Context: an optimization exercise on an open-source flow, tuned for small area. The choices shown serve that exercise and are no tape-out recipe. In this exercise RTL edits were held to simulation tests only and were not proved equivalent to the original. No activity file was given, so power comes from the tool's default toggle rates.

--- design/flow/standard.sh ---
#!/bin/bash
# synth_recipe.tcl (not shown) runs the flow's synth.tcl, then flattens the netlist and writes it again
# the make line also repeats each setting of config.mk as NAME=value (left out here)
make -C /OpenROAD-flow-scripts/flow DESIGN_CONFIG=/design/flow/config.mk WORK_HOME=/design/flow/orfs CLKGATE_MAP_FILE= SYNTH_SCRIPT=/design/flow/synth_recipe.tcl "${@:-finish}"
--- design/flow/flow/equiv.ys ---
# Proves the hand-mapped netlist (hand.v) equivalent to the RTL (design.v),
# registers paired by name.
read_verilog -sv design.v
prep -flatten -top pa_clic_int_cond
async2sync
dffunmap
splitnets -driver
opt_clean
rename pa_clic_int_cond gold
design -stash gold
read_liberty -ignore_miss_func /OpenROAD-flow-scripts/flow/platforms/sky130hd/lib/sky130_fd_sc_hd__tt_025C_1v80.lib
read_verilog hand.v
hierarchy -top pa_clic_int_cond
flatten
splitnets -driver
opt_clean
rename pa_clic_int_cond gate
design -stash gate
design -copy-from gold -as gold gold
design -copy-from gate -as gate gate
equiv_make gold gate equiv
hierarchy -top equiv
equiv_simple
equiv_induct
equiv_status -assert
--- design/flow/config.mk ---
export PLATFORM = sky130hd
export DESIGN_NAME = pa_clic_int_cond
export DESIGN_NICKNAME = pa_clic_int_cond
export VERILOG_FILES = /design/flow/design.v
export SDC_FILE = /design/flow/constraint.sdc
export NUM_CORES = 4
export LEC_CHECK = 0
export CAP_MARGIN = 20
export CORE_MARGIN = 2
export CORE_UTILIZATION = 45
export SLEW_MARGIN = 20
--- design/flow/design.v ---
module pa_clic_int_cond #(
  parameter int INT_NUM     = 128,
  parameter int SYNC_STAGES = 2,
  parameter int FILT_CNT_W  = 3
) (
  input  logic                  forever_cpuclk,
  input  logic                  cpurst,
  input  logic [INT_NUM-1:0]    pad_int_raw,
  input  logic [INT_NUM-1:0]    int_edge_mode,
  input  logic [FILT_CNT_W-1:0] filt_thresh,
  input  logic                  clic_clk_en,
  input  logic                  int_cond_ovf_clr,
  input  logic                  pad_yy_scan_mode,
  output logic [INT_NUM-1:0]    pad_clic_int_vld,
  output logic [INT_NUM-1:0]    int_cond_ovf
);
  logic rst_d1, rst_d2;
  always_ff @(posedge forever_cpuclk) begin
    rst_d1 <= cpurst;
    rst_d2 <= rst_d1;
  end
  wire rf = cpurst | rst_d1 | rst_d2;
  wire nt0 = ~filt_thresh[0];
  wire nt1 = ~filt_thresh[1];
  wire nt2 = ~filt_thresh[2];
  logic [INT_NUM-1:0] a_q, s_q, f_q, fd_q, p_q, o_q;
  logic [INT_NUM-1:0] c0_q, c1_q, c2_q;
  always_ff @(posedge forever_cpuclk) begin
    a_q  <= pad_int_raw;
    s_q  <= a_q;
    fd_q <= f_q;
  end
  for (genvar i = 0; i < INT_NUM; i++) begin : g_line
    wire c0 = c0_q[i];
    wire c1 = c1_q[i];
    wire c2 = c2_q[i];
    wire lo = (c1 & (c0 | nt0)) | (nt1 & (c1 | c0 | nt0));
    wire ge = (c2 & lo) | (nt2 & (c2 | lo));
    wire d  = s_q[i] ^ f_q[i];
    wire g  = ~rf & d & ~ge;
    wire rise = f_q[i] & ~fd_q[i];
    wire hold = p_q[i] & ~clic_clk_en;
    always_ff @(posedge forever_cpuclk) begin
      f_q[i]  <= ~rf & (ge ? s_q[i] : f_q[i]);
      c0_q[i] <= g & ~c0;
      c1_q[i] <= g & ((c1 & ~c0) | (~c1 & c0));
      c2_q[i] <= g & ((c2 & ~c1) | (c2 & ~c0) | (~c2 & c1 & c0));
      p_q[i]  <= ~cpurst & int_edge_mode[i] & (rise | hold);
      o_q[i]  <= ~cpurst & ((int_edge_mode[i] & rise & hold) | (o_q[i] & ~int_cond_ovf_clr));
    end
  end
  assign pad_clic_int_vld = pad_yy_scan_mode ? pad_int_raw
                          : (int_edge_mode & p_q) | (~int_edge_mode & f_q);
  assign int_cond_ovf = o_q;
endmodule
--- design/flow/constraint.sdc ---
create_clock -name core_clock -period 4.0 [get_ports {forever_cpuclk}]
set_input_delay 0.8000 -clock core_clock [delete_from_list [all_inputs] [get_ports {forever_cpuclk}]]
set_output_delay 0.8000 -clock core_clock [all_outputs]
set_load 0.01 [all_outputs]
--- design/flow/flow/run.sh ---
#!/bin/bash
# Own layout flow. the standard ORFS flow (standard.sh) with:
#  - the logic mapped by hand (flow/gen_netlist.py) instead of by ABC: the
#    netlist keeps the standard synthesis's registers (names and cell type),
#    and Yosys proves it equivalent to the RTL before the layout starts;
#  - the smallest buffer for the port buffers;
#  - clkbuf_8 clock-tree buffers, larger sink clusters, no dummy loads.
# Each tool writes its full output to a log of its own in this folder.
set -euo pipefail
W=$PWD
# 1. the standard synthesis, for its register names
bash "$W/standard.sh" synth > "$W/log_std_synth.log" 2>&1
R="$W/orfs/results/$FLOW_PLATFORM/pa_clic_int_cond/base"
cp "$R/1_2_yosys.v" "$W/std_synth.v"
# 2. the hand-mapped netlist, checked against the standard registers and the RTL
python3 "$W/flow/gen_netlist.py" "$W/hand.v" > "$W/log_gen.log" 2>&1
regs() { grep -o '^ *sky130_fd_sc_hd__df[a-z0-9_]* \\[^ ]*' "$1" | sed 's/^ *//' | sort; }
regs "$W/std_synth.v" > "$W/regs_std.txt"
regs "$W/hand.v" > "$W/regs_hand.txt"
if ! cmp -s "$W/regs_std.txt" "$W/regs_hand.txt"; then
  echo "register mismatch between standard synthesis and hand netlist" >&2
  diff "$W/regs_std.txt" "$W/regs_hand.txt" | head >&2
  exit 1
fi
yosys -s "$W/flow/equiv.ys" > "$W/log_equiv.log" 2>&1
# 3. the layout of the hand-mapped netlist
rm -rf "$W/orfs"
bash "$W/standard.sh" \
  SYNTH_NETLIST_FILES="$W/hand.v" \
  BUFFER_PORTS_ARGS="-buffer_cell sky130_fd_sc_hd__buf_1" \
  CTS_ARGS="-sink_clustering_enable -repair_clock_nets -buf_list sky130_fd_sc_hd__clkbuf_8 -sink_clustering_size 16 -sink_clustering_max_diameter 80 -dont_use_dummy_load" \
  finish > "$W/log_orfs.log" 2>&1
--- design/flow/flow/gen_netlist.py ---
#!/usr/bin/env python3
"""Writes a gate-level netlist (sky130hd cells) of rtl/pa_clic_int_cond.sv.

The registers, their names and cell type are those the standard synthesis
gives the RTL; the logic between them is mapped here by hand, line by line.
usage: gen_netlist.py OUT.v
"""
import sys

N = 128
P = "sky130_fd_sc_hd__"
out = []
cnt = [0]


def cell(typ, pins, name=None):
    cnt[0] += 1
    inst = name if name else f"_h{cnt[0]:05d}_"
    conns = ", ".join(f".{k}({v})" for k, v in pins.items())
    out.append(f"  {P}{typ} {inst} ({conns});")


def ff(reg, d, q):
    cell("dfxtp_1", {"CLK": "forever_cpuclk", "D": d, "Q": q}, name=f"\\{reg}$_DFF_P_ ")


wires = []


def w(name):
    wires.append(name)
    return name


# shared logic
ff("rst_d1", "cpurst", "rst_d1")
ff("rst_d2", "rst_d1", "rst_d2")
w("rst_d1"); w("rst_d2")
rf = w("sh_rf")
cell("or3_1", {"A": "cpurst", "B": "rst_d1", "C": "rst_d2", "X": rf})
nt = []
for b in range(3):
    n = w(f"sh_nt{b}")
    cell("inv_1", {"A": f"filt_thresh[{b}]", "Y": n})
    nt.append(n)
k1 = w("sh_k1")  # ~en & ~rst
cell("nor2_1", {"A": "clic_clk_en", "B": "cpurst", "Y": k1})
k2 = w("sh_k2")  # ~clr & ~rst
cell("nor2_1", {"A": "int_cond_ovf_clr", "B": "cpurst", "Y": k2})

for i in range(N):
    q = {r: w(f"\\{r}[{i}] ") for r in ("a_q", "s_q", "f_q", "fd_q", "c0_q", "c1_q", "c2_q", "p_q")}
    raw, edge = f"pad_int_raw[{i}]", f"int_edge_mode[{i}]"
    vld, o = f"pad_clic_int_vld[{i}]", f"int_cond_ovf[{i}]"
    t = lambda s: w(f"l{i}_{s}")
    s, f, fd, c0, c1, c2, p = (q[k] for k in ("s_q", "f_q", "fd_q", "c0_q", "c1_q", "c2_q", "p_q"))
    # synchroniser and previous level: no logic
    ff(f"a_q[{i}]", raw, q["a_q"])
    ff(f"s_q[{i}]", q["a_q"], s)
    ff(f"fd_q[{i}]", f, fd)
    # c >= filt_thresh
    #   ge = (c2 | ~T2) & ((c2 & ~T2) | (c1 & ~T1) | ((c0 | ~T0) & (c1 | ~T1)))
    k0, k1n, k2n, ge = t("k0"), t("k1"), t("k2"), t("ge")
    cell("nor2_1", {"A": c2, "B": nt[2], "Y": k2n})
    cell("o22ai_1", {"A1": c0, "A2": nt[0], "B1": c1, "B2": nt[1], "Y": k0})
    cell("a22oi_1", {"A1": c1, "A2": nt[1], "B1": c2, "B2": nt[2], "Y": k1n})
    cell("a21oi_1", {"A1": k1n, "A2": k0, "B1": k2n, "Y": ge})
    # filtered level
    mx, fn = t("mx"), t("fn")
    cell("mux2i_1", {"A0": f, "A1": s, "S": ge, "Y": mx})
    cell("nor2_1", {"A": rf, "B": mx, "Y": fn})
    ff(f"f_q[{i}]", fn, f)
    # counter: count while s != f and c < T, else clear
    dn, gn = t("dn"), t("gn")
    cell("xnor2_1", {"A": s, "B": f, "Y": dn})
    cell("or3_1", {"A": rf, "B": dn, "C": ge, "X": gn})
    c0n, c1n, c2n, x1, x2 = t("c0n"), t("c1n"), t("c2n"), t("x1"), t("x2")
    cell("nor2_1", {"A": gn, "B": c0, "Y": c0n})
    cell("xnor2_1", {"A": c1, "B": c0, "Y": x1})
    cell("nor2_1", {"A": gn, "B": x1, "Y": c1n})
    cell("a21oi_1", {"A1": c1, "A2": c0, "B1": c2, "Y": x2})
    cell("nor2_1", {"A": gn, "B": x2, "Y": c2n})
    ff(f"c0_q[{i}]", c0n, c0)
    ff(f"c1_q[{i}]", c1n, c1)
    ff(f"c2_q[{i}]", c2n, c2)
    # pending and overflow flags
    zn, yn, pn, wn, on = t("zn"), t("yn"), t("pn"), t("wn"), t("on")
    cell("nand3b_1", {"A_N": fd, "B": edge, "C": f, "Y": zn})   # ~(edge & rise)
    cell("nand3_1", {"A": edge, "B": p, "C": k1, "Y": yn})       # ~(edge & hold & ~rst)
    cell("a21oi_1", {"A1": zn, "A2": yn, "B1": "cpurst", "Y": pn})
    cell("nand2_1", {"A": o, "B": k2, "Y": wn})
    cell("o21ai_0", {"A1": zn, "A2": yn, "B1": wn, "Y": on})
    ff(f"p_q[{i}]", pn, p)
    ff(f"o_q[{i}]", on, o)
    # output: scan bypass, else pending flag (edge mode) or level
    mn = t("mn")
    cell("mux2i_1", {"A0": f, "A1": p, "S": edge, "Y": mn})
    cell("o2bb2ai_1", {"A1_N": raw, "A2_N": "pad_yy_scan_mode", "B1": mn, "B2": "pad_yy_scan_mode", "Y": vld})

hdr = """module pa_clic_int_cond(forever_cpuclk, cpurst, pad_int_raw, int_edge_mode, filt_thresh, clic_clk_en, int_cond_ovf_clr, pad_yy_scan_mode, pad_clic_int_vld, int_cond_ovf);
  input forever_cpuclk;
  input cpurst;
  input [127:0] pad_int_raw;
  input [127:0] int_edge_mode;
  input [2:0] filt_thresh;
  input clic_clk_en;
  input int_cond_ovf_clr;
  input pad_yy_scan_mode;
  output [127:0] pad_clic_int_vld;
  output [127:0] int_cond_ovf;
"""
with open(sys.argv[1], "w") as fh:
    fh.write(hdr)
    for x in wires:
        fh.write(f"  wire {x};\n")
    fh.write("\n".join(out) + "\nendmodule\n")
==> impl_metrics.json, run 1 <==
{
  "place_inst": 5418,
  "fp.dieH_um": 297,
  "areaGrowthSynthToFinish_pct": 13.1,
  "cts_buffer_depth": 3,
  "p_leak_nw": 14.2,
  "power.density_nw_per_um2": 414,
  "nets": 4622,
  "drtIter0Drc": 1267,
  "syn_inst": 3720,
  "path_clk_slew_ns": 0.09,
  "crit_fanout": 46,
  "first_global_vias": 26300,
  "tightestPinTransition_ns": 0.844,
  "grt-ovfl-total": 0,
  "pre_cts_ws_ns": 1.20,
  "total_power_mw": 18.1,
  "cts_tree": "done",
  "cts_hold_buf": 0,
  "start_util": 0.454,
  "whs_ns": 0.209,
  "ir_drop_v": 0.000269,
  "dieArea_sq_um": 88300,
  "core_sq_um": 85100,
  "final_antenna_net_count": 0,
  "cts_sinks": 1154,
  "grt_use_total": 0.183,
  "min_from": "pad_int_raw[83]",
  "max_freq_mhz": 358,
  "dp_hpwl_um": 56400,
  "critPathLaunchType": "primary input",
  "grt_pass1_wl_um": 134000,
  "place.port_buffers": 519,
  "setup_violations": 0,
  "ctsResizeCount": 0,
  "r2r-start": "rst_d1$_DFF_P_",
  "ys_warn_count": 0,
  "antenna_found_initial": 6,
  "cp-endpoint": "pad_clic_int_vld[2]",
  "skew_ns": 0.0817,
  "worstPathRequired_ns": 3.20,
  "worstSetupStartpoint": "pad_yy_scan_mode",
  "reg2reg_setup_slack_ns": 2.03,
  "crit_type": "primary input to output port",
  "avgViaCountPerCell": 5.14,
  "routed_wl_um": 83200,
  "r2r.worst_path.cells": 4,
  "setup-tns-final_ns": 0,
  "finalMaxSlewViolations": 0,
  "ioPinCount": 520,
  "cap_violations": 0,
  "period_needed_ns": 2.79,
  "endpoint_kind": "output port",
  "grt_max_degree": 129,
  "fp-row-count": 107,
  "finalHoldViolations": 0,
  "syn-num-nets": 3984,
  "hp-class": "primary input to flip-flop",
  "netlist_area_sq_um": 38700,
  "vias": 28275,
  "dieWidth_um": 297,
  "min_period_over_period": 0.698,
  "first_pass_iters": 7,
  "slew_headroom": 0.437,
  "setup_ws_ns": 1.21,
  "insertion_delay_ns": 0.72,
  "drive_above_1_share": 0.0287,
  "avgSynthCellArea_sq_um": 10.4,
  "cts_buffers": 82,
  "place_congestion": 0.768,
  "rsz0062_at_grt": "no",
  "crit_arrival_ns": 1.99,
  "outcome": "timing/DRC/antenna clean",
  "cts_setup_buffers": 0,
  "final_cells": 5503,
  "drc": 0,
  "routedWlPerCell_um": 15.1,
  "cts-root-buf": "clkbuf_8",
  "rr_endpoint": "c0_q[46]$_DFF_P_",
  "htreeDepth": 3
}
[final cells by class]
type	count	area [sq um]
diodes	3	7.51
clock buffers	82	1130
fillers	8085	41400
inverters	3	21.3
multi-input cells	2563	15600
flip-flops and latches	1154	23100
well taps	1144	1430
repair buffers	554	2460
[metal layers]
metal	part of all wire	wire, um	up-vias	GRT usage
met5	0.00031	26	-	0
met4	0.019	1580	4	0.0446
met2	0.45	37400	495	0.300
li1	-	-	14571	-
met1	0.48	40100	13107	0.249
met3	0.050	4170	98	0.0370
[stage by stage]
step                instance area, sq um  utilization
floorplan                          38700            -
global placement                   42600        0.500
detailed placement                 42600        0.500
CTS                                43700        0.513
global route                       43700        0.513
finish                             43700        0.513
[critical path, stage by stage]
cell	delay, ns
clkbuf_4	0.30
buf_12	0.27
buf_12	0.22
o2bb2ai_1	0.13
buf_1	0.17
[layout by cell type, fill, tap and decap left out]
master / instances
inv_4: 1
buf_1: 517
a21oi_1: 384
clkbuf_4: 2
clkbuf_8: 82
dfxtp_1: 1154
nor2_4: 2
buf_4: 16
mux2i_1: 256
o2bb2ai_1: 128
nand3_1: 128
nor2_1: 640
diode_2: 3
nand2_1: 128
or3_1: 128
o22ai_1: 128
buf_12: 19
clkinvlp_4: 2
a22oi_1: 128
or3_4: 1
xnor2_1: 256
nand3b_1: 128
o21ai_0: 128
[worst min path at each step]
stage | cells past startpoint | slack [ns] | end
floorplan | 0 | 0.31 | s_q[0]$_DFF_P_
global placement | 0 | 0.31 | s_q[0]$_DFF_P_
detailed placement | 0 | 0.31 | s_q[118]$_DFF_P_
CTS | 1 | 0.12 | a_q[11]$_DFF_P_
global route | 1 | 0.13 | a_q[83]$_DFF_P_
finish | 1 | 0.21 | a_q[83]$_DFF_P_
[registers in the layout (all words and copies together) (netlist names)]
| name | cells |
|---|---|
| a_q | 128 |
| c0_q | 128 |
| c1_q | 128 |
| c2_q | 128 |
| f_q | 128 |
| fd_q | 128 |
| o_q | 128 |
| p_q | 128 |
| s_q | 128 |
| rst_d1 | 1 |
| rst_d2 | 1 |
[report_power, final]
part | switching [mW] | internal, mW | leakage (nW)
registers | 0.121 | 11.7 | 9.40
logic | 0.632 | 0.406 | 4.16
clock network | 3.41 | 1.84 | 0.590
==> run 2, diff against run 1 <==
--- a/design/flow/flow/run.sh
+++ b/design/flow/flow/run.sh
@@ -28,5 +28,5 @@
 bash "$W/standard.sh" \
   SYNTH_NETLIST_FILES="$W/hand.v" \
   BUFFER_PORTS_ARGS="-buffer_cell sky130_fd_sc_hd__buf_1" \
-  CTS_ARGS="-sink_clustering_enable -repair_clock_nets -buf_list sky130_fd_sc_hd__clkbuf_8 -sink_clustering_size 16 -sink_clustering_max_diameter 80 -dont_use_dummy_load" \
+  CTS_ARGS="-sink_clustering_enable -repair_clock_nets -buf_list sky130_fd_sc_hd__clkbuf_8 -sink_clustering_size 20 -sink_clustering_max_diameter 80 -dont_use_dummy_load" \
   finish > "$W/log_orfs.log" 2>&1
--- a/design/flow/flow/gen_netlist.py
+++ b/design/flow/flow/gen_netlist.py
@@ -58,22 +58,22 @@
     ff(f"a_q[{i}]", raw, q["a_q"])
     ff(f"s_q[{i}]", q["a_q"], s)
     ff(f"fd_q[{i}]", f, fd)
-    # c >= filt_thresh
-    #   ge = (c2 | ~T2) & ((c2 & ~T2) | (c1 & ~T1) | ((c0 | ~T0) & (c1 | ~T1)))
-    k0, k1n, k2n, ge = t("k0"), t("k1"), t("k2"), t("ge")
-    cell("nor2_1", {"A": c2, "B": nt[2], "Y": k2n})
-    cell("o22ai_1", {"A1": c0, "A2": nt[0], "B1": c1, "B2": nt[1], "Y": k0})
-    cell("a22oi_1", {"A1": c1, "A2": nt[1], "B1": c2, "B2": nt[2], "Y": k1n})
-    cell("a21oi_1", {"A1": k1n, "A2": k0, "B1": k2n, "Y": ge})
-    # filtered level
+    # c >= filt_thresh, as its inverse gen:
+    #   ge = (c2 & ~T2) | ((c1 | ~T1) & (c2 | ~T2) & ((c1 & ~T1) | c0 | ~T0))
+    m0, m1, m2, gen = t("m0"), t("m1"), t("m2"), t("gen")
+    cell("a211oi_1", {"A1": c1, "A2": nt[1], "B1": c0, "C1": nt[0], "Y": m0})
+    cell("o22ai_1", {"A1": c1, "A2": nt[1], "B1": c2, "B2": nt[2], "Y": m1})
+    cell("nor2_1", {"A": m1, "B": m0, "Y": m2})
+    cell("a21oi_1", {"A1": c2, "A2": nt[2], "B1": m2, "Y": gen})
+    # filtered level: f' = ~rf & (ge ? s : f)
     mx, fn = t("mx"), t("fn")
-    cell("mux2i_1", {"A0": f, "A1": s, "S": ge, "Y": mx})
+    cell("mux2i_1", {"A0": s, "A1": f, "S": gen, "Y": mx})
     cell("nor2_1", {"A": rf, "B": mx, "Y": fn})
     ff(f"f_q[{i}]", fn, f)
-    # counter: count while s != f and c < T, else clear
-    dn, gn = t("dn"), t("gn")
-    cell("xnor2_1", {"A": s, "B": f, "Y": dn})
-    cell("or3_1", {"A": rf, "B": dn, "C": ge, "X": gn})
+    # counter: count while s != f and c < T, else clear; gn = ~(~rf & (s ^ f) & ~ge)
+    sr, gn = t("sr"), t("gn")
+    cell("a21oi_1", {"A1": s, "A2": f, "B1": rf, "Y": sr})
+    cell("o211ai_1", {"A1": s, "A2": f, "B1": sr, "C1": gen, "Y": gn})
     c0n, c1n, c2n, x1, x2 = t("c0n"), t("c1n"), t("c2n"), t("x1"), t("x2")
     cell("nor2_1", {"A": gn, "B": c0, "Y": c0n})
     cell("xnor2_1", {"A": c1, "B": c0, "Y": x1})
--- a/design/flow/config.mk
+++ b/design/flow/config.mk
@@ -7,5 +7,5 @@
 export LEC_CHECK = 0
 export CAP_MARGIN = 20
 export CORE_MARGIN = 2
-export CORE_UTILIZATION = 45
+export CORE_UTILIZATION = 65
 export SLEW_MARGIN = 20
==> run 2 against run 1 <==
Against the previous run: still clean; sequential power about the same; non-clock buffer count fell by 4; clock power fell by 9.5%; critical path type unchanged; largest cell class unchanged.
==> impl_metrics.json, run 2 <==
{
  "outcome": "timing/DRC/antenna clean",
  "crit_arrival_ns": 2.10,
  "comb_power_share": 0.058,
  "first_global_vias": 26468,
  "switching_share": 0.228,
  "drtIter0Drc": 1484,
  "areaGrowthSynthToFinish_pct": 11.1,
  "p_leak_nw": 14.9,
  "cts_tree": "done",
  "cts_buffers": 67,
  "ctsResizeCount": 0,
  "cp_top_family": "buffers and inverters",
  "power.density_nw_per_um2": 413,
  "drc": 0,
  "cts_setup_buffers": 0,
  "grt_use_total": 0.258,
  "intPower_mw": 13.6,
  "routed_wl_um": 81500,
  "grt_pass1_wl_um": 129000,
  "dp_hpwl_um": 55400,
  "netlist_area_sq_um": 38300,
  "antenna_found_initial": 4,
  "dieWidth_um": 247,
  "cap_violations": 0,
  "fp.dieH_um": 247,
  "reg2reg_setup_slack_ns": 2.16,
  "endpoint_kind": "output port",
  "first_pass_iters": 5,
  "nets": 4603,
  "postLayoutCellArea_sq_um": 42600,
  "avgSynthCellArea_sq_um": 10.3,
  "slowest_stage": "clkbuf_4",
  "power.switching_mw": 4.01,
  "place.port_buffers": 519,
  "rsz0062_at_grt": "no",
  "rr_endpoint": "c0_q[86]$_DFF_P_",
  "finalMaxSlewViolations": 0,
  "grt_max_degree": 158,
  "path_clk_slew_ns": 0.11,
  "cts-root-buf": "clkbuf_8",
  "start_util": 0.653,
  "ioPinCount": 520,
  "path_buf_inv": 3,
  "fin_util": 0.726,
  "cpPeakStageDelay_ns": 0.51,
  "pwr-share-seq": 0.671,
  "cts_buffer_depth": 3,
  "tightestPinTransition_ns": 0.797,
  "crit_type": "primary input to output port",
  "setup-tns-final_ns": 0,
  "syn-num-nets": 3984,
  "max_freq_mhz": 345,
  "whs_ns": 0.240,
  "r2r.worst_path.cells": 5,
  "place_congestion": 0.783,
  "setup_violations": 0,
  "mostFrequentLayoutCells": "dfxtp_1 (1154), nor2_1 (640), buf_1 (517), a21oi_1 (512), mux2i_1 (256)",
  "skew_ns": 0.0321,
  "pwr-share-clk": 0.270,
  "grt-ovfl-total": 0,
  "total_power_mw": 17.6,
  "critPathLaunchType": "primary input",
  "avgViaCountPerCell": 5.69,
  "final_antenna_net_count": 0,
  "slew_headroom": 0.469,
  "finalHoldViolations": 0,
  "cts_sinks": 1154,
  "dieArea_sq_um": 60900,
  "syn_inst": 3720,
  "holdPathStages": 1,
  "place_area_sq_um": 41700,
  "hp-class": "primary input to flip-flop",
  "min_from": "pad_int_raw[17]",
  "core_sq_um": 58700,
  "period_needed_ns": 2.90,
  "fillerInstances": 4674,
  "cts_hold_buf": 0,
  "ir_drop_v": 0.000356,
  "r2r-start": "rst_d1$_DFF_P_",
  "ys_warn_count": 0,
  "drive_above_1_share": 0.0244,
  "worstPathRequired_ns": 3.20,
  "fp-row-count": 89,
  "insertion_delay_ns": 0.68,
  "htreeDepth": 3,
  "min_period_over_period": 0.726,
  "final_common_cell": "dfxtp_1",
  "vias": 29107,
  "crit_fanout": 77,
  "path_cells": "clkbuf_4, buf_12, o2bb2ai_1, buf_1",
  "hold_end": "a_q[17]$_DFF_P_",
  "routedWlPerCell_um": 15.9
}
run 2: cell type report:
| class | count | area, sq um | area share |
|---|---|---|---|
| Antenna cell | 3 | 7.51 | 0.000176 |
| Clock buffer | 67 | 922 | 0.0216 |
| Timing Repair Buffer | 550 | 2340 | 0.0549 |
| Tap cell | 773 | 967 | 0.0227 |
| Sequential cell | 1154 | 23100 | 0.542 |
| Multi-Input combinational cell | 2563 | 15200 | 0.358 |
| Inverter | 3 | 21.3 | 0.000499 |
run 2: per-layer routing:
| metal | global-route usage | up-vias | share of wire |
|---|---|---|---|
| met5 | 0 | - | 0.00016 |
| met4 | 0.0826 | 2 | 0.027 |
| met3 | 0.0434 | 129 | 0.051 |
| met2 | 0.434 | 600 | 0.47 |
| met1 | 0.341 | 13534 | 0.45 |
| li1 | - | 14842 | - |
run 2: worst register-to-register path: stages (launching register included):
cell	delay, ns
dfxtp_1	0.32
or3_4	0.61
buf_4	0.36
a21oi_1	0.19
o211ai_1	0.16
nor2_1	0.14
run 2: worst max path at each step:
stage / startpoint / depth (start not counted) / slack, ns / endpoint
floorplan: filt_thresh[1] / 6 / -0.38 / f_q[0]$_DFF_P_
global placement: filt_thresh[1] / 8 / 1.12 / f_q[54]$_DFF_P_
detailed placement: filt_thresh[1] / 8 / 1.03 / f_q[54]$_DFF_P_
CTS: pad_yy_scan_mode / 4 / 1.12 / pad_clic_int_vld[112]
global route: pad_yy_scan_mode / 4 / 1.01 / pad_clic_int_vld[86]
finish: pad_yy_scan_mode / 4 / 1.10 / pad_clic_int_vld[71]
run 2: power by group through the flow:
| stage | logic [mW] | clock network, mW | registers [mW] |
|---|---|---|---|
| finish | 1.03 | 4.75 | 11.8 |
| global placement | 1.01 | 0 | 12.1 |
| floorplan | 0.575 | 0 | 12.0 |
| CTS | 1.03 | 4.93 | 11.8 |
| detailed placement | 1.02 | 0 | 12.1 |
| global route | 1.13 | 5.33 | 11.8 |
run 2: per-stage QoR:
stage | cells | setup slack [ns]
6_report | 5113 | 1.10
5_1_grt | 5112 | 1.01
4_1_cts | 5110 | 1.12
3_5_place_dp | 5043 | 1.03
3_3_place_gp | 5043 | 1.12
2_1_floorplan | 3720 | -0.383
==> run 3, diff against run 2 <==
--- a/design/flow/flow/run.sh
+++ b/design/flow/flow/run.sh
@@ -28,5 +28,5 @@
 bash "$W/standard.sh" \
   SYNTH_NETLIST_FILES="$W/hand.v" \
   BUFFER_PORTS_ARGS="-buffer_cell sky130_fd_sc_hd__buf_1" \
-  CTS_ARGS="-sink_clustering_enable -repair_clock_nets -buf_list sky130_fd_sc_hd__clkbuf_8 -sink_clustering_size 20 -sink_clustering_max_diameter 80 -dont_use_dummy_load" \
+  CTS_ARGS="-sink_clustering_enable -repair_clock_nets -buf_list sky130_fd_sc_hd__clkbuf_8 -sink_clustering_size 18 -sink_clustering_max_diameter 80 -dont_use_dummy_load" \
   finish > "$W/log_orfs.log" 2>&1
==> run 3 against run 2 <==
Against the previous run: still clean on timing, DRC and antenna; sequential cell count unchanged; die area unchanged; non-clock buffer count did not move; sequential power about the same; critical path depth unchanged; global-route usage barely moved; critical endpoint is now pad_clic_int_vld[65]; largest cell class unchanged.
==> impl_metrics.json, run 3 <==
{
  "outcome": "timing/DRC/antenna clean",
  "nets": 4610,
  "final_common_cell": "dfxtp_1",
  "syn-num-nets": 3984,
  "antenna_found_initial": 4,
  "ir_drop_v": 0.000377,
  "crit_type": "primary input to output port",
  "max_freq_mhz": 344,
  "power.density_nw_per_um2": 417,
  "cts_setup_buffers": 0,
  "vias": 29164,
  "first_pass_iters": 5,
  "final_antenna_net_count": 0,
  "ioPinCount": 520,
  "fp.dieH_um": 247,
  "switching_share": 0.229,
  "cap_violations": 0,
  "ctsResizeCount": 0,
  "avgSynthCellArea_sq_um": 10.3,
  "avgViaCountPerCell": 5.70,
  "comb_power_share": 0.058,
  "min_from": "pad_int_raw[4]",
  "insertion_delay_ns": 0.70,
  "critPathLaunchType": "primary input",
  "first_global_vias": 26444,
  "cpPeakStageDelay_ns": 0.52,
  "intPower_mw": 13.7,
  "pwr-share-clk": 0.279,
  "hold_end": "a_q[4]$_DFF_P_",
  "areaGrowthSynthToFinish_pct": 11.4,
  "crit_fanout": 77,
  "rr_endpoint": "c2_q[121]$_DFF_P_",
  "power.switching_mw": 4.07,
  "drc": 0,
  "skew_ns": 0.0617,
  "drive_above_1_share": 0.0260,
  "start_util": 0.653,
  "r2r.worst_path.cells": 5,
  "seq_area_sq_um": 23100,
  "path_clk_slew_ns": 0.10,
  "min_period_over_period": 0.726,
  "core_sq_um": 58700,
  "whs_ns": 0.218,
  "worstSetupStartpoint": "pad_yy_scan_mode",
  "setup_violations": 0,
  "slew_headroom": 0.456,
  "path_cells": "clkbuf_4, buf_12, o2bb2ai_1, buf_1",
  "reg2reg_setup_slack_ns": 2.18,
  "dieWidth_um": 247,
  "htreeDepth": 3,
  "finalHoldViolations": 0,
  "cts-root-buf": "clkbuf_8",
  "p_leak_nw": 15.0,
  "tightestPinTransition_ns": 0.816,
  "syn_inst": 3720,
  "hp-class": "primary input to flip-flop",
  "postLayoutCellArea_sq_um": 42700,
  "dp_hpwl_um": 55400,
  "grt-ovfl-total": 0,
  "grt_pass1_wl_um": 129000,
  "pwr-share-seq": 0.663,
  "place.port_buffers": 519,
  "mostFrequentLayoutCells": "dfxtp_1 (1154), nor2_1 (640), buf_1 (517), a21oi_1 (512), mux2i_1 (256)",
  "cts_buffer_depth": 3,
  "ys_warn_count": 0,
  "crit_arrival_ns": 2.10,
  "finalMaxSlewViolations": 0,
  "dieArea_sq_um": 60900,
  "multiInputGateArea_sq_um": 15200,
  "cts_tree": "done",
  "endpoint_kind": "output port",
  "r2r-start": "rst_d1$_DFF_P_",
  "worstPathRequired_ns": 3.20,
  "grt_use_total": 0.259,
  "fp-row-count": 89,
  "place_congestion": 0.783,
  "grt_max_degree": 158,
  "routed_wl_um": 81700,
  "cts_buffers": 74,
  "routedWlPerCell_um": 16.0,
  "netlist_area_sq_um": 38300,
  "total_power_mw": 17.8,
  "period_needed_ns": 2.90,
  "cts_sinks": 1154,
  "fillerInstances": 4696,
  "fin_util": 0.728,
  "place_area_sq_um": 41700,
  "slowest_stage": "clkbuf_4",
  "holdPathStages": 1,
  "drtIter0Drc": 1408,
  "cts_hold_buf": 0,
  "rsz0062_at_grt": "no"
}
## run 3: changes by cell type in the layout (fill, tap and decap cells not counted)
cell      previous run  this run
clkbuf_8            67        74
## run 3: through the flow
step	std cells	setup WS [ns]	setup TNS [ns]
floorplan	3720	-0.383	-148.45
global placement	5043	1.12	0
detailed placement	5043	1.03	0
CTS	5117	1.11	0
global route	5119	1.00	0
finish	5120	1.10	0
## run 3: area by class of cell
cell class | count | share of cell area
well taps | 773 | 0.0226
diodes | 3 | 0.000176
inverters | 3 | 0.000498
repair buffers | 550 | 0.0548
multi-input cells | 2563 | 0.357
clock buffers | 74 | 0.0239
flip-flops and latches | 1154 | 0.541
## run 3: power groups by stage
| stage | Clock, mW | Combinational [mW] | Sequential (mW) |
|---|---|---|---|
| 2_1_floorplan | 0 | 0.575 | 12.0 |
| 3_3_place_gp | 0 | 1.01 | 12.1 |
| 3_5_place_dp | 0 | 1.02 | 12.1 |
| 4_1_cts | 5.12 | 1.03 | 11.8 |
| 5_1_grt | 5.53 | 1.13 | 11.8 |
| 6_report | 4.97 | 1.03 | 11.8 |
## run 3: worst max-delay path, delay by kind of cell
kind | cells | cell delay, ns
buffers and inverters | 3 | 1.05
AO/OA/AOI/OAI | 1 | 0.16
## run 3: worst max-delay path by stage
stage	to	slack, ns	depth (start not counted)
finish	pad_clic_int_vld[65]	1.10	4
global route	pad_clic_int_vld[86]	1.00	4
CTS	pad_clic_int_vld[112]	1.11	4
detailed placement	f_q[54]$_DFF_P_	1.03	8
global placement	f_q[54]$_DFF_P_	1.12	8
floorplan	f_q[0]$_DFF_P_	-0.38	6
## run 3: metal layers
metal  share of wire  wire (um)  GRT usage  up-vias
li1                -          -          -    14861
met2            0.46      37800      0.433      610
met4           0.027       2170     0.0822        2
met3           0.052       4260     0.0461      135
met1            0.46      37400      0.340    13556
met5         0.00016         13          0        -
==> run 4, diff against run 3 <==
--- a/design/flow/flow/run.sh
+++ b/design/flow/flow/run.sh
@@ -4,7 +4,8 @@
 #    netlist keeps the standard synthesis's registers (names and cell type),
 #    and Yosys proves it equivalent to the RTL before the layout starts;
 #  - the smallest buffer for the port buffers;
-#  - clkbuf_8 clock-tree buffers, larger sink clusters, no dummy loads.
+#  - clkbuf_8 clock-tree buffers, larger sink clusters, no dummy loads;
+#  - no buffers above buf_4 for ORFS's repair of the shared nets.
 # Each tool writes its full output to a log of its own in this folder.
 set -euo pipefail
 W=$PWD
@@ -23,8 +24,10 @@
   exit 1
 fi
 yosys -s "$W/flow/equiv.ys" > "$W/log_equiv.log" 2>&1
-# 3. the layout of the hand-mapped netlist
+# 3. the layout of the hand-mapped netlist; ORFS's repair may not use the
+#    largest buffers (added to the platform's don't-use list)
 rm -rf "$W/orfs"
+export DONT_USE_CELLS="sky130_fd_sc_hd__buf_6 sky130_fd_sc_hd__buf_8 sky130_fd_sc_hd__buf_12 sky130_fd_sc_hd__buf_16 sky130_fd_sc_hd__bufbuf_8 sky130_fd_sc_hd__bufbuf_16 sky130_fd_sc_hd__clkbuf_16"
 bash "$W/standard.sh" \
   SYNTH_NETLIST_FILES="$W/hand.v" \
   BUFFER_PORTS_ARGS="-buffer_cell sky130_fd_sc_hd__buf_1" \
==> run 4 against run 3 <==
Against the previous run: non-clock buffer count stayed put; core utilization stayed put; register-to-register slack hardly changed; final cell count stayed put; clock power hardly changed; routed wire length stayed put; highest routed layer unchanged; critical endpoint unchanged; sequential cell count stayed put; sequential share of layout area stayed put; critical path depth stayed put; total power stayed put; clock skew stayed put; first-iteration DRC count stayed put.
==> impl_metrics.json, run 4 <==
{
  "final_common_cell": "dfxtp_1",
  "grt_pass1_wl_um": 129000,
  "nets": 4610,
  "avgViaCountPerCell": 5.70,
  "dp_hpwl_um": 55400,
  "grt_max_degree": 158,
  "finalMaxSlewViolations": 0,
  "dieArea_sq_um": 60900,
  "period_needed_ns": 2.90,
  "path_cells": "clkbuf_4, buf_12, o2bb2ai_1, buf_1",
  "rr_endpoint": "c2_q[121]$_DFF_P_",
  "first_global_vias": 26444,
  "crit_arrival_ns": 2.10,
  "fp-row-count": 89,
  "path_clk_slew_ns": 0.10,
  "ir_drop_v": 0.000377,
  "cap_violations": 0,
  "finalHoldViolations": 0,
  "slew_headroom": 0.456,
  "fp.dieH_um": 247,
  "max_freq_mhz": 344,
  "cts_hold_buf": 0,
  "p_leak_nw": 15.0,
  "whs_ns": 0.218,
  "min_period_over_period": 0.726,
  "crit_type": "primary input to output port",
  "netlist_area_sq_um": 38300,
  "syn-num-nets": 3984,
  "drc": 0,
  "fillerInstances": 4696,
  "ioPinCount": 520,
  "grt_use_total": 0.259,
  "drtIter0Drc": 1408,
  "ys_warn_count": 0,
  "critPathLaunchType": "primary input",
  "endpoint_kind": "output port",
  "cpPeakStageDelay_ns": 0.52,
  "cts_buffer_depth": 3,
  "first_pass_iters": 5,
  "cts-root-buf": "clkbuf_8",
  "worstPathRequired_ns": 3.20,
  "setup_violations": 0,
  "place_congestion": 0.783,
  "postLayoutCellArea_sq_um": 42700,
  "vias": 29164,
  "cp-endpoint": "pad_clic_int_vld[65]",
  "cts_tree": "done",
  "min_from": "pad_int_raw[4]",
  "start_util": 0.653,
  "antenna_found_initial": 4,
  "seq_area_sq_um": 23100,
  "cts_buffers": 74,
  "worstSetupStartpoint": "pad_yy_scan_mode",
  "htreeDepth": 3,
  "place_inst": 5043,
  "mostFrequentLayoutCells": "dfxtp_1 (1154), nor2_1 (640), buf_1 (517), a21oi_1 (512), mux2i_1 (256)",
  "fin_util": 0.728,
  "slowest_stage": "clkbuf_4",
  "reg2reg_setup_slack_ns": 2.18,
  "outcome": "timing/DRC/antenna clean",
  "place_area_sq_um": 41700,
  "rsz0062_at_grt": "no",
  "routed_wl_um": 81700,
  "cts_sinks": 1154,
  "place.port_buffers": 519,
  "hp-class": "primary input to flip-flop",
  "r2r-start": "rst_d1$_DFF_P_",
  "routedWlPerCell_um": 16.0,
  "dieWidth_um": 247,
  "power.density_nw_per_um2": 417,
  "cts_setup_buffers": 0,
  "r2r.worst_path.cells": 5,
  "crit_fanout": 77,
  "drive_above_1_share": 0.0260,
  "multiInputGateArea_sq_um": 15200,
  "skew_ns": 0.0617,
  "pre_cts_ws_ns": 1.03,
  "syn_inst": 3720,
  "grt-ovfl-total": 0,
  "core_sq_um": 58700,
  "setup_ws_ns": 1.10,
  "final_cells": 5120,
  "avgSynthCellArea_sq_um": 10.3,
  "tightestPinTransition_ns": 0.816,
  "areaGrowthSynthToFinish_pct": 11.4,
  "ctsResizeCount": 0,
  "final_antenna_net_count": 0,
  "insertion_delay_ns": 0.70
}
==> run 4: cell counts in the layout (fill, tap and decap cells not counted) <==
Identical to the previous run, type by type.
==> run 4: layout make-up <==
class	instances	area share
clock buffers	74	0.0239
repair buffers	550	0.0548
flip-flops and latches	1154	0.541
diodes	3	0.000176
well taps	773	0.0226
inverters	3	0.000498
multi-input cells	2563	0.357
==> run 4: worst min path at each step <==
stage                       end  slack (ns)  depth (start not counted)
2_1_floorplan    s_q[0]$_DFF_P_        0.31                          0
3_3_place_gp    s_q[69]$_DFF_P_        0.31                          0
3_5_place_dp   s_q[126]$_DFF_P_        0.31                          0
4_1_cts         a_q[17]$_DFF_P_        0.16                          1
5_1_grt          a_q[4]$_DFF_P_        0.17                          1
6_report         a_q[4]$_DFF_P_        0.22                          1
==> run 4: worst max-delay path, delay by kind of cell <==
family / cells / cell delay, ns
buffers and inverters: 3 / 1.05
AO/OA/AOI/OAI: 1 / 0.16
==> run 4: where the power goes <==
group / internal [mW] / leakage (nW) / switching, mW / total [mW]
Clock: 1.68 / 0.532 / 3.29 / 4.97
Combinational: 0.378 / 5.05 / 0.651 / 1.03
Sequential: 11.7 / 9.40 / 0.129 / 11.8
Total: 13.7 / 15.0 / 4.07 / 17.8
==> run 4: routing by layer <==
layer,global-route usage,part of all wire
met4,0.0822,0.027
met3,0.0461,0.052
met2,0.433,0.46
met5,0,0.00016
met1,0.340,0.46
==> run 4: through the flow <==
step | TNS, ns | power (mW)
floorplan | -148.45 | 12.6
global placement | 0 | 13.1
detailed placement | 0 | 13.1
CTS | 0 | 18.0
global route | 0 | 18.5
finish | 0 | 17.8
==> run 5, diff against run 4 <==
--- a/design/flow/flow/run.sh
+++ b/design/flow/flow/run.sh
@@ -4,8 +4,7 @@
 #    netlist keeps the standard synthesis's registers (names and cell type),
 #    and Yosys proves it equivalent to the RTL before the layout starts;
 #  - the smallest buffer for the port buffers;
-#  - clkbuf_8 clock-tree buffers, larger sink clusters, no dummy loads;
-#  - no buffers above buf_4 for ORFS's repair of the shared nets.
+#  - clkbuf_8 clock-tree buffers, larger sink clusters, no dummy loads.
 # Each tool writes its full output to a log of its own in this folder.
 set -euo pipefail
 W=$PWD
@@ -24,12 +23,10 @@
   exit 1
 fi
 yosys -s "$W/flow/equiv.ys" > "$W/log_equiv.log" 2>&1
-# 3. the layout of the hand-mapped netlist; ORFS's repair may not use the
-#    largest buffers (added to the platform's don't-use list)
+# 3. the layout of the hand-mapped netlist
 rm -rf "$W/orfs"
-export DONT_USE_CELLS="sky130_fd_sc_hd__buf_6 sky130_fd_sc_hd__buf_8 sky130_fd_sc_hd__buf_12 sky130_fd_sc_hd__buf_16 sky130_fd_sc_hd__bufbuf_8 sky130_fd_sc_hd__bufbuf_16 sky130_fd_sc_hd__clkbuf_16"
 bash "$W/standard.sh" \
   SYNTH_NETLIST_FILES="$W/hand.v" \
   BUFFER_PORTS_ARGS="-buffer_cell sky130_fd_sc_hd__buf_1" \
-  CTS_ARGS="-sink_clustering_enable -repair_clock_nets -buf_list sky130_fd_sc_hd__clkbuf_8 -sink_clustering_size 18 -sink_clustering_max_diameter 80 -dont_use_dummy_load" \
+  CTS_ARGS="-sink_clustering_enable -repair_clock_nets -buf_list sky130_fd_sc_hd__clkbuf_8 -sink_clustering_size 20 -sink_clustering_max_diameter 80 -dont_use_dummy_load" \
   finish > "$W/log_orfs.log" 2>&1
--- a/design/flow/flow/gen_netlist.py
+++ b/design/flow/flow/gen_netlist.py
@@ -38,10 +38,13 @@
 w("rst_d1"); w("rst_d2")
 rf = w("sh_rf")
 cell("or3_1", {"A": "cpurst", "B": "rst_d1", "C": "rst_d2", "X": rf})
+rfn = w("sh_rfn")
+cell("nor3_1", {"A": "cpurst", "B": "rst_d1", "C": "rst_d2", "Y": rfn})
+# threshold bits inverted, forced to 1 (threshold 0, so ge = 1) while rf
 nt = []
 for b in range(3):
     n = w(f"sh_nt{b}")
-    cell("inv_1", {"A": f"filt_thresh[{b}]", "Y": n})
+    cell("nand2_1", {"A": f"filt_thresh[{b}]", "B": rfn, "Y": n})
     nt.append(n)
 k1 = w("sh_k1")  # ~en & ~rst
 cell("nor2_1", {"A": "clic_clk_en", "B": "cpurst", "Y": k1})
@@ -58,7 +61,7 @@
     ff(f"a_q[{i}]", raw, q["a_q"])
     ff(f"s_q[{i}]", q["a_q"], s)
     ff(f"fd_q[{i}]", f, fd)
-    # c >= filt_thresh, as its inverse gen:
+    # ge = rf | (c >= filt_thresh), as its inverse gen:
     #   ge = (c2 & ~T2) | ((c1 | ~T1) & (c2 | ~T2) & ((c1 & ~T1) | c0 | ~T0))
     m0, m1, m2, gen = t("m0"), t("m1"), t("m2"), t("gen")
     cell("a211oi_1", {"A1": c1, "A2": nt[1], "B1": c0, "C1": nt[0], "Y": m0})
@@ -70,10 +73,10 @@
     cell("mux2i_1", {"A0": s, "A1": f, "S": gen, "Y": mx})
     cell("nor2_1", {"A": rf, "B": mx, "Y": fn})
     ff(f"f_q[{i}]", fn, f)
-    # counter: count while s != f and c < T, else clear; gn = ~(~rf & (s ^ f) & ~ge)
-    sr, gn = t("sr"), t("gn")
-    cell("a21oi_1", {"A1": s, "A2": f, "B1": rf, "Y": sr})
-    cell("o211ai_1", {"A1": s, "A2": f, "B1": sr, "C1": gen, "Y": gn})
+    # counter: count while s != f and c < T, else clear; gn = ~((s ^ f) & ~ge)
+    sf, gn = t("sf"), t("gn")
+    cell("nand2_1", {"A": s, "B": f, "Y": sf})
+    cell("o211ai_1", {"A1": s, "A2": f, "B1": sf, "C1": gen, "Y": gn})
     c0n, c1n, c2n, x1, x2 = t("c0n"), t("c1n"), t("c2n"), t("x1"), t("x2")
     cell("nor2_1", {"A": gn, "B": c0, "Y": c0n})
     cell("xnor2_1", {"A": c1, "B": c0, "Y": x1})
==> run 5 against run 4 <==
Against the previous run: still clean; total power rose by 0.57%; synthesized cell count barely moved; critical path depth rose by 1; via count fell by 0.92%; first-iteration DRC count rose by 11%; final cell count fell by 0.31%; sequential share of layout area rose by 0.28 points; sequential cell count did not move; register-to-register slack got worse by 0.89 ns; global-route usage barely moved; die area fell by 0.40%; clock skew fell by 0.029 ns.
==> impl_metrics.json, run 5 <==
{
  "final_antenna_net_count": 0,
  "routedWlPerCell_um": 15.9,
  "grt_use_total": 0.259,
  "endpoint_kind": "output port",
  "avgViaCountPerCell": 5.66,
  "cts_setup_buffers": 0,
  "cts_sinks": 1154,
  "syn_inst": 3721,
  "ctsResizeCount": 0,
  "cp-endpoint": "pad_clic_int_vld[70]",
  "ir_drop_v": 0.000351,
  "areaGrowthSynthToFinish_pct": 11.3,
  "r2r-start": "rst_d1$_DFF_P_",
  "cts_hold_buf": 0,
  "grt_max_degree": 129,
  "place.port_buffers": 519,
  "total_power_mw": 17.9,
  "rr_endpoint": "f_q[21]$_DFF_P_",
  "outcome": "timing/DRC/antenna clean",
  "multiInputGateArea_sq_um": 15100,
  "syn-num-nets": 3985,
  "worstPathRequired_ns": 3.20,
  "core_sq_um": 57900,
  "path_clk_slew_ns": 0.11,
  "fp.dieH_um": 246,
  "ioPinCount": 520,
  "setup_violations": 0,
  "final_cells": 5104,
  "final_common_cell": "dfxtp_1",
  "crit_top_cell": "buf_12",
  "fillerInstances": 4480,
  "p_leak_nw": 14.5,
  "vias": 28897,
  "nets": 4603,
  "min_period_over_period": 0.708,
  "finalMaxSlewViolations": 0,
  "setup-tns-final_ns": 0,
  "tightestPinTransition_ns": 0.783,
  "htreeDepth": 3,
  "ys_warn_count": 0,
  "dieWidth_um": 246,
  "path_buf_inv": 4,
  "dp_hpwl_um": 55900,
  "first_pass_iters": 5,
  "seq_area_sq_um": 23100,
  "place_congestion": 0.802,
  "fp-row-count": 88,
  "place_inst": 5035,
  "reg2reg_setup_slack_ns": 1.29,
  "grt-ovfl-total": 0,
  "drtIter0Drc": 1561,
  "drc": 0,
  "antenna_found_initial": 4,
  "drive_above_1_share": 0.0242,
  "netlist_area_sq_um": 38200,
  "power.density_nw_per_um2": 421,
  "rsz0062_at_grt": "no",
  "slowest_stage": "clkbuf_4",
  "cts_tree": "done",
  "crit_type": "primary input to output port",
  "cts_buffer_depth": 3,
  "cts-root-buf": "clkbuf_8",
  "cp_top_family": "buffers and inverters",
  "start_util": 0.659,
  "cap_violations": 0,
  "max_freq_mhz": 353,
  "routed_wl_um": 81300,
  "period_needed_ns": 2.83,
  "finalHoldViolations": 0,
  "insertion_delay_ns": 0.67,
  "critPathLaunchType": "primary input",
  "mostFrequentLayoutCells": "dfxtp_1 (1154), nor2_1 (640), buf_1 (517), a21oi_1 (384)",
  "skew_ns": 0.0323,
  "cp_num_cells": 5,
  "path_cells": "clkbuf_4, buf_12, buf_12, o2bb2ai_1, buf_1",
  "cpPeakStageDelay_ns": 0.30,
  "crit_arrival_ns": 2.03,
  "hp-class": "primary input to flip-flop",
  "slew_headroom": 0.477,
  "r2r.worst_path.cells": 9,
  "grt_pass1_wl_um": 128000,
  "avgSynthCellArea_sq_um": 10.3,
  "cts_buffers": 67,
  "worstSetupStartpoint": "pad_yy_scan_mode",
  "first_global_vias": 26031,
  "dieArea_sq_um": 60700,
  "crit_fanout": 52
}
[run 5: cell count changes in the layout (fill, tap and decap cells not counted), sizes merged]
cell | previous run | this run
clkbuf | 76 | 69
diode | 3 | 2
inv | 1 | 0
nor3 | 0 | 1
a21oi | 512 | 384
clkinvlp | 2 | 0
nand2 | 128 | 259
buf | 548 | 547
[run 5: cell type report]
cell class,instances,share of cell area
timing repair buffer,549,0.0555
multi-input combinational,2567,0.356
antenna,2,0.000118
clock buffer,67,0.0217
tap,765,0.0225
sequential,1154,0.544
[run 5: power by group]
part	internal, mW	switching (mW)
sequential	11.8	0.226
combinational	0.467	0.676
clock	1.53	3.23
[run 5: per-layer routing]
metal | GRT usage | vias to the layer above | share of wire
met5 | 0 | - | 0.000098
met4 | 0.0622 | 2 | 0.021
met3 | 0.0397 | 105 | 0.055
met2 | 0.433 | 667 | 0.47
met1 | 0.353 | 13416 | 0.46
li1 | - | 14707 | -
[run 5: worst reg2reg max path, delay by kind of cell, from the launching register on]
family / cells / cell delay [ns]
mux: 1 / 0.22
flops: 1 / 0.35
compound gates: 2 / 0.59
simple gates: 4 / 0.74
buf+inv: 2 / 0.68
[run 5: metrics by stage]
stage               instance area [sq um]   util  hold slack (ns)  setup WS, ns
floorplan                           38200      -            0.310         0.268
global placement                    41600  0.718            0.310         0.927
detailed placement                  41600  0.718            0.312         0.857
CTS                                 42500  0.734            0.182          1.18
global route                        42500  0.734            0.197          1.10
finish                              42500  0.734            0.245          1.17
[run 5: worst min path at each step]
stage	cells after the start	from	slack (ns)	endpoint
floorplan	0	a_q[0]$_DFF_P_	0.31	s_q[0]$_DFF_P_
global placement	0	a_q[83]$_DFF_P_	0.31	s_q[83]$_DFF_P_
detailed placement	0	a_q[34]$_DFF_P_	0.31	s_q[34]$_DFF_P_
CTS	1	pad_int_raw[17]	0.18	a_q[17]$_DFF_P_
global route	1	pad_int_raw[100]	0.20	a_q[100]$_DFF_P_
finish	1	pad_int_raw[24]	0.24	a_q[24]$_DFF_P_
==> run 6, diff against run 5 <==
--- a/design/flow/flow/run.sh
+++ b/design/flow/flow/run.sh
@@ -23,9 +23,14 @@
   exit 1
 fi
 yosys -s "$W/flow/equiv.ys" > "$W/log_equiv.log" 2>&1
-# 3. the layout of the hand-mapped netlist
+# 3. the layout of the hand-mapped netlist; ORFS's repair may not use the
+#    buffers above buf_4 (added to the platform's don't-use list)
 rm -rf "$W/orfs"
+DU=$(sed -n '/^export DONT_USE_CELLS/,/^$/p' "$FLOW_HOME/platforms/$FLOW_PLATFORM/config.mk" | grep -o 'sky130_fd_sc_hd__[a-z0-9_]*' | tr '\n' ' ')
+DU="$DU sky130_fd_sc_hd__buf_6 sky130_fd_sc_hd__buf_8 sky130_fd_sc_hd__buf_12 sky130_fd_sc_hd__buf_16 sky130_fd_sc_hd__bufbuf_8 sky130_fd_sc_hd__bufbuf_16 sky130_fd_sc_hd__clkbuf_16"
+echo "DONT_USE_CELLS: $DU" > "$W/log_dont_use.log"
 bash "$W/standard.sh" \
+  DONT_USE_CELLS="$DU" \
   SYNTH_NETLIST_FILES="$W/hand.v" \
   BUFFER_PORTS_ARGS="-buffer_cell sky130_fd_sc_hd__buf_1" \
   CTS_ARGS="-sink_clustering_enable -repair_clock_nets -buf_list sky130_fd_sc_hd__clkbuf_8 -sink_clustering_size 20 -sink_clustering_max_diameter 80 -dont_use_dummy_load" \
--- a/design/flow/config.mk
+++ b/design/flow/config.mk
@@ -7,5 +7,5 @@
 export LEC_CHECK = 0
 export CAP_MARGIN = 20
 export CORE_MARGIN = 2
-export CORE_UTILIZATION = 65
+export CORE_UTILIZATION = 75
 export SLEW_MARGIN = 20
==> run 6 against run 5 <==
Against the previous run: core utilization rose by 11 points; largest power group unchanged; area after synthesis did not move; largest cell class unchanged; clock-buffer cell count did not move; still clean; cell area fell by 0.24%; worst setup slack got worse by 0.24 ns; synthesized cell count did not move; clock skew rose by 0.011 ns; total power barely moved; routed wire length rose by 4.7%; first-iteration DRC count rose by 19%.
==> impl_metrics.json, run 6 <==
{
  "drtIter0Drc": 1850,
  "dp_hpwl_um": 60200,
  "crit_arrival_ns": 2.28,
  "tightestPinTransition_ns": 0.891,
  "ys_warn_count": 0,
  "power.density_nw_per_um2": 423,
  "avgSynthCellArea_sq_um": 10.3,
  "dieArea_sq_um": 52700,
  "final_common_cell": "dfxtp_1",
  "htreeDepth": 3,
  "endpoint_kind": "output port",
  "drive_above_1_share": 0.0299,
  "cts_hold_buf": 0,
  "reg2reg_setup_slack_ns": 1.24,
  "crit_type": "primary input to output port",
  "cts_tree": "done",
  "first_pass_iters": 6,
  "grt_use_total": 0.314,
  "grt_max_degree": 82,
  "fp-row-count": 82,
  "antenna_found_initial": 3,
  "wl_met3_um": 5070,
  "start_util": 0.761,
  "critPathLaunchType": "primary input",
  "outcome": "timing/DRC/antenna clean",
  "ctsResizeCount": 0,
  "worstPathRequired_ns": 3.20,
  "cts_buffer_depth": 3,
  "place.port_buffers": 519,
  "netlist_area_sq_um": 38200,
  "drt-met1-wl_um": 36000,
  "avgViaCountPerCell": 5.93,
  "syn_inst": 3721,
  "hp-class": "primary input to flip-flop",
  "slowest_stage": "clkbuf_4",
  "skew_ns": 0.0435,
  "path_clk_slew_ns": 0.12,
  "slew_headroom": 0.406,
  "cts_setup_buffers": 0,
  "finalMaxSlewViolations": 0,
  "routed_wl_um": 85100,
  "ioPinCount": 520,
  "drc": 0,
  "final_antenna_net_count": 0,
  "grt-ovfl-total": 0,
  "crit_fanout": 55,
  "cap_violations": 0,
  "routedWlPerCell_um": 16.8,
  "cts-root-buf": "clkbuf_8",
  "insertion_delay_ns": 0.70,
  "first_global_vias": 28287,
  "period_needed_ns": 3.08,
  "ir_drop_v": 0.000459,
  "rsz0062_at_grt": "no",
  "fp.dieH_um": 230,
  "p_leak_nw": 14.5,
  "max_freq_mhz": 325,
  "finalHoldViolations": 0,
  "setup-tns-final_ns": 0,
  "nets": 4646,
  "syn-num-nets": 3985,
  "fin_util": 0.845,
  "cts_sinks": 1154,
  "dieWidth_um": 230,
  "areaGrowthSynthToFinish_pct": 11.0,
  "place_congestion": 0.847,
  "top_layer": "met4",
  "min_period_over_period": 0.769,
  "cpPeakStageDelay_ns": 0.65,
  "dr_wl_met2_um": 40700,
  "vias": 29953,
  "path_cells": "clkbuf_4, buf_4, o2bb2ai_1, buf_1",
  "fillerInstances": 3014,
  "grt_pass1_wl_um": 136000,
  "cts_buffers": 67,
  "core_sq_um": 50200,
  "mostFrequentLayoutCells": "dfxtp_1 (1154), nor2_1 (640), buf_1 (534), a21oi_1 (384)",
  "setup_violations": 0
}
==> run 6: critical path, delay by kind of cell <==
kind,cells,cell delay [ns]
buffers and inverters,3,1.20
AOI/OAI and AO/OA,1,0.18
==> run 6: cell type report <==
cell class	instances	area (sq um)	area share
antenna	1	2.50	0.0000590
tap	672	841	0.0198
sequential	1154	23100	0.545
timing repair buffer	592	2370	0.0560
clock buffer	67	922	0.0218
multi-input combinational	2567	15100	0.357
==> run 6: metal layers <==
layer / track usage / vias to the layer above
met2: 0.528 / 918
met5: 0 / -
li1: - / 14746
met1: 0.404 / 14082
met3: 0.0515 / 207
met4: 0.129 / 0
==> run 6: path summary, 6_finish.rpt <==
path                                  startpoint              endpoint  depth (start not counted)
worst max-delay path            pad_yy_scan_mode  pad_clic_int_vld[73]                          4
worst min register to register   a_q[82]$_DFF_P_       s_q[82]$_DFF_P_                          0
worst min-delay path            pad_int_raw[109]      a_q[109]$_DFF_P_                          1
worst max register to register    rst_d1$_DFF_P_       f_q[73]$_DFF_P_                          9
==> run 6: per-stage QoR <==
| step | hold slack (ns) | instances | total power, mW | cell area (sq um) | worst slack (ns) |
|---|---|---|---|---|---|
| CTS | 0.190 | 5052 | 18.0 | 42400 | 0.972 |
| finish | 0.227 | 5053 | 17.9 | 42400 | 0.924 |
| global placement | 0.310 | 4985 | 13.4 | 41500 | 0.650 |
| detailed placement | 0.312 | 4985 | 13.4 | 41500 | 0.522 |
| global route | 0.188 | 5053 | 18.6 | 42400 | 0.841 |
| floorplan | 0.310 | 3721 | 12.9 | 38200 | 0.268 |
==> run 6: report_power, final <==
group | leakage (nW) | internal (mW) | switching (mW)
sequential | 9.43 | 11.8 | 0.240
clock | 0.482 | 1.53 | 3.21
combinational | 4.64 | 0.463 | 0.697
total | 14.5 | 13.8 | 4.15

==> separate check: timing with driven ports <==
The flow's constraints put no driver on any port. The routed layouts listed below were extracted and timed again, unchanged, in two steps.
Step 1: set_driving_cell puts a clkbuf_16 on forever_cpuclk and a buf_2 on each other input, an assumption about the parent block.
Step 2 moves the port delays by t, midway between the first and last clock arrival at a register: inputs arrive t later, outputs are due t later. That takes back most of the time a late clock gives input paths.
a / b / c = no drivers / after step 1 / after step 2; a / b = the first two.
run | t, ns | setup slack, ns | pins driven straight from the clock port
run 1 | 0.740 | 1.208 / 1.185 / 1.185 | 1
run 2 | 0.729 | 1.097 / 1.074 / 0.998 | 1
run 3 | 0.730 | 1.097 / 1.073 / 0.986 | 1
run 4 | 0.730 | 1.097 / 1.073 / 0.986 | 1
run 5 | 0.717 | 1.167 / 1.111 / 0.659 | 1
run 6 | 0.730 | 0.924 / 0.900 / 0.455 | 1
After both steps setup and hold are still met in every run listed. The setup slack of run 5, which loses most, moves by -0.056 ns with the drivers and by -0.508 ns with both steps.
